From an optimization exercise on the open Yosys and OpenROAD flow, aimed at small area, a short achievable clock period and few clock cycles; shortcuts taken in it are not production practice.
Only simulation tests tie the RTL to the original design; equivalence was not proved.
The flow treats the clock pin as an ideal source. Dropping or thinning the clock tree relies on that and would not hold on a real chip.
Power is estimated from default activity; no workload was simulated.

## onyx
// cave_cellular_automaton_step
module cave_cellular_automaton_step #(
	parameter int MAX_COLS = cca_pkg::CCA_MAX_COLS,
	parameter int MAX_ROWS = cca_pkg::CCA_MAX_ROWS
) (
	input  logic                      clk,
	input  logic                      arst_n,
	input  logic                      start,
	output logic                      busy,
	input  logic [14:0]                     req,
	output logic                      done,
	output logic [1:0]                      rsp,
	input  logic                      cfg_valid,
	output logic                      cfg_ready,
	input  logic [cca_pkg::CCA_CFG_IDX_W-1:0]  cfg_index,
	input  logic [cca_pkg::CCA_CFG_DATA_W-1:0] cfg_data
);
	localparam int NG  = MAX_COLS / 2;    
	localparam int GW  = 2 * MAX_ROWS;    
	localparam int GAW = $clog2(NG);
	localparam int BW  = $clog2(GW);
	logic [1:0] req_cmd;
	logic [6:0] req_col;
	logic [4:0] req_row;
	logic       req_wall;
	assign req_cmd  = req[14:13];
	assign req_col  = req[12:6];
	assign req_row  = req[5:1];
	assign req_wall = req[0];
	localparam logic [6:0] UC_RST = 7'(MAX_COLS);
	localparam logic [4:0] UR_RST = 5'(MAX_ROWS);
	localparam logic [4:0] KS_RST = 5'd12;   
	localparam logic [4:0] KB_RST = 5'd13;   
	logic [6:0]          ucx_q;       
	logic [4:0]          urx_q;       
	logic [4:0]          ksx_q;       
	logic [4:0]          kbx_q;       
	logic [6:0]          used_cols;
	logic [MAX_ROWS-1:0] row_ok;
	logic [4:0]          ks, kb;
  ...
Size: roughly 34 I/O pins, ~53,000 um^2 of cells after synthesis.
clock: 7.0 ns
lec_check: 0
cap_margin: 20
core_margin: 2
core_utilization: 45
cts_cluster_diameter: 100
cts_cluster_size: 24
place_density: 0.6
setup_slack_margin: 4.6
slew_margin: 20
standard.sh (not shown) runs the stock make flow with config.mk's settings and CLKGATE_MAP_FILE= SYNTH_SCRIPT=/design/flow/synth_recipe.tcl, a recipe that flattens the netlist after the stock synthesis.
==> flow/flow/run.sh <==
#!/bin/bash
# The standard layout (standard.sh) with its own clock tree: synthesis,
# floorplan and placement as standard; then flow/cts_custom.tcl builds the
# clock tree and repairs timing as ORFS's CTS step does; then the standard
# steps from global routing to the end. Port buffers are buf_2 cells.
set -euo pipefail
export BUFFER_PORTS_ARGS="-buffer_cell sky130_fd_sc_hd__buf_2"
bash standard.sh place > standard_place.log 2>&1
bash standard.sh run RUN_SCRIPT="$PWD/flow/cts_custom.tcl" RUN_LOG_NAME_STEM=4_1_cts > cts_custom.log 2>&1
bash standard.sh > standard_finish.log 2>&1
==> flow/flow/cts_custom.tcl <==
# Clock tree for this design, in place of TritonCTS: the flip-flops are split
# into NX x NY clusters by location (NX columns by x, then NY groups by y in
# each column); each cluster gets a clkbuf_16 leaf buffer at its centre, and
# the leaf buffers of each quadrant (left or right half of the columns, lower
# or upper half of the groups) are driven by one clkbuf_16 root buffer at
# their centre. The clock port drives the four root buffers.
# Every flip-flop sees the same two buffer levels. The rest follows ORFS's
# cts.tcl: legalize, repair timing, legalize, write the CTS results.
utl::set_metrics_stage "cts__{}"
source $::env(SCRIPTS_DIR)/load.tcl
erase_non_stage_variables cts
load_design 3_place.odb 3_place.sdc

set NX 8
set NY 6
set NR 4

set block [ord::get_db_block]
set db [ord::get_db]
set clk_port_net [$block findNet clk]
set buf [$db findMaster sky130_fd_sc_hd__clkbuf_16]

proc it_x {it} { set b [[$it getInst] getBBox]; return [expr {([$b xMin] + [$b xMax]) / 2}] }
proc it_y {it} { set b [[$it getInst] getBBox]; return [expr {([$b yMin] + [$b yMax]) / 2}] }

set sinks {}
foreach it [$clk_port_net getITerms] {
  lappend sinks [list [it_x $it] [it_y $it] $it]
}
puts "custom cts: [llength $sinks] sinks"
set sinks [lsort -integer -index 0 $sinks]
set n [llength $sinks]
set clusters {}
for {set i 0} {$i < $NX} {incr i} {
  set col [lsort -integer -index 1 [lrange $sinks [expr {$i * $n / $NX}] [expr {($i + 1) * $n / $NX - 1}]]]
  set m [llength $col]
  for {set j 0} {$j < $NY} {incr j} {
    lappend clusters [lrange $col [expr {$j * $m / $NY}] [expr {($j + 1) * $m / $NY - 1}]]
  }
}

set root_nets {}
for {set r 0} {$r < $NR} {incr r} {
  set rn [odb::dbNet_create $block clknet_root_$r]
  $rn setSigType CLOCK
  lappend root_nets $rn
  set rsx($r) 0
  set rsy($r) 0
  set rk($r) 0
}
set k 0
foreach cl $clusters {
  set cx 0
  set cy 0
  foreach e $cl {
    set cx [expr {$cx + [lindex $e 0]}]
    set cy [expr {$cy + [lindex $e 1]}]
  }
  set cx [expr {$cx / [llength $cl]}]
  set cy [expr {$cy / [llength $cl]}]
  set inst [odb::dbInst_create $block $buf clkbuf_leaf_$k]
  $inst setLocation $cx $cy
  $inst setPlacementStatus PLACED
  set net [odb::dbNet_create $block clknet_leaf_$k]
  $net setSigType CLOCK
  [$inst findITerm X] connect $net
  set r [expr {(($k / $NY) * 2 / $NX) * 2 + (($k % $NY) * 2 / $NY)}]
  [$inst findITerm A] connect [lindex $root_nets $r]
  foreach e $cl {
    set it [lindex $e 2]
    $it disconnect
    $it connect $net
  }
  set rsx($r) [expr {$rsx($r) + $cx}]
  set rsy($r) [expr {$rsy($r) + $cy}]
  incr rk($r)
  incr k
}
for {set r 0} {$r < $NR} {incr r} {
  set root [odb::dbInst_create $block $buf clkbuf_root_$r]
  $root setLocation [expr {$rsx($r) / $rk($r)}] [expr {$rsy($r) / $rk($r)}]
  $root setPlacementStatus PLACED
  [$root findITerm X] connect [lindex $root_nets $r]
  [$root findITerm A] connect $clk_port_net
}
puts "custom cts: $k leaf buffers, $NR root buffers"

set_propagated_clock [all_clocks]
log_cmd estimate_parasitics -placement

set_placement_padding -global \
  -left $::env(CELL_PAD_IN_SITES_DETAIL_PLACEMENT) \
  -right $::env(CELL_PAD_IN_SITES_DETAIL_PLACEMENT)
detailed_placement
log_cmd estimate_parasitics -placement

if { !$::env(SKIP_CTS_REPAIR_TIMING) } {
  repair_timing_helper
  detailed_placement
  check_placement -verbose
}

report_metrics 4 "cts final"

orfs_write_db $::env(RESULTS_DIR)/4_1_cts.odb
orfs_write_sdc $::env(RESULTS_DIR)/4_cts.sdc
Testbench counts of onyx, summed over its fixed seeds: cycles 12,496.
For pepper, these inputs were changed with respect to onyx:
- SETUP_SLACK_MARGIN now 4.7, was 4.6
diff --git a/flow/flow/cts_custom.tcl b/flow/flow/cts_custom.tcl
--- a/flow/flow/cts_custom.tcl
+++ b/flow/flow/cts_custom.tcl
@@ -3,5 +3,4 @@
 # each column); each cluster gets a clkbuf_16 leaf buffer at its centre, and
-# the leaf buffers of each quadrant (left or right half of the columns, lower
-# or upper half of the groups) are driven by one clkbuf_16 root buffer at
-# their centre. The clock port drives the four root buffers.
+# the leaf buffers of each of NR column blocks are driven by one clkbuf_16
+# root buffer at their centre. The clock port drives the NR root buffers.
 # Every flip-flop sees the same two buffer levels. The rest follows ORFS's
@@ -14,3 +13,3 @@
 set NX 8
-set NY 6
+set NY 8
 set NR 4
@@ -66,3 +65,3 @@
   [$inst findITerm X] connect $net
-  set r [expr {(($k / $NY) * 2 / $NX) * 2 + (($k % $NY) * 2 / $NY)}]
+  set r [expr {($k / $NY) * $NR / $NX}]
   [$inst findITerm A] connect [lindex $root_nets $r]
--- outcome ---
DRC marker count from the first detailed-route iteration (pepper vs. onyx) increases by a few percent
Final area of pepper exceeds that of onyx slightly.
Comparing onyx against pepper, there is no change at all in count of port buffers added during placement.
Delta (pepper minus onyx): net switching power now sits higher; pin count of the biggest net entering global routing now sits higher; hold slack now sits higher.
Count of cells along the worst register-to-register path delta (pepper -> onyx): insignificant
met3 wirelength from detailed routing sits higher in pepper than in onyx.
Total power draw (pepper vs. onyx) increases by a few percent
Summary — power density over the cells, pepper relative to onyx: higher, by about 1.4%.
Looking at clock period minus worst slack, pepper sits 8.7 ps higher than onyx does.
In every run of this note, the design's own scripts or RTL, not TritonCTS, make the clock network.

-- static timing again, ports no longer ideal --
Ports are ideal in the flow. The routed layouts listed here were re-timed in OpenROAD.
Step 1 sets driving cells, clkbuf_16 on the clock port and buf_2 on the other inputs (assumed; they add their load-dependent delay and slew).
Step 2 adds t to the input delays and takes it off the output delays; t is the mean of the earliest and latest rising clock arrival at the registers after step 1. Input paths then give back, and output paths get back, about the clock's delay inside the block.
Slacks: ideal ports / drivers / drivers and shift; pairs: ideal ports / drivers.
run | t, ns | setup slack, ns | worst hold slack (ns) | worst slew at a driven data input, ns
onyx | 0.633 | 4.552 / 4.411 / 4.332 | 0.344 / 0.344 / 0.344 | 0.03
pepper | 0.630 | 4.543 / 4.407 / 4.260 | 0.379 / 0.379 / 0.379 | 0.03
After both steps setup and hold are still met in every run listed. The setup slack of pepper, which loses most, moves by -0.136 ns with the drivers and by -0.283 ns with both steps.
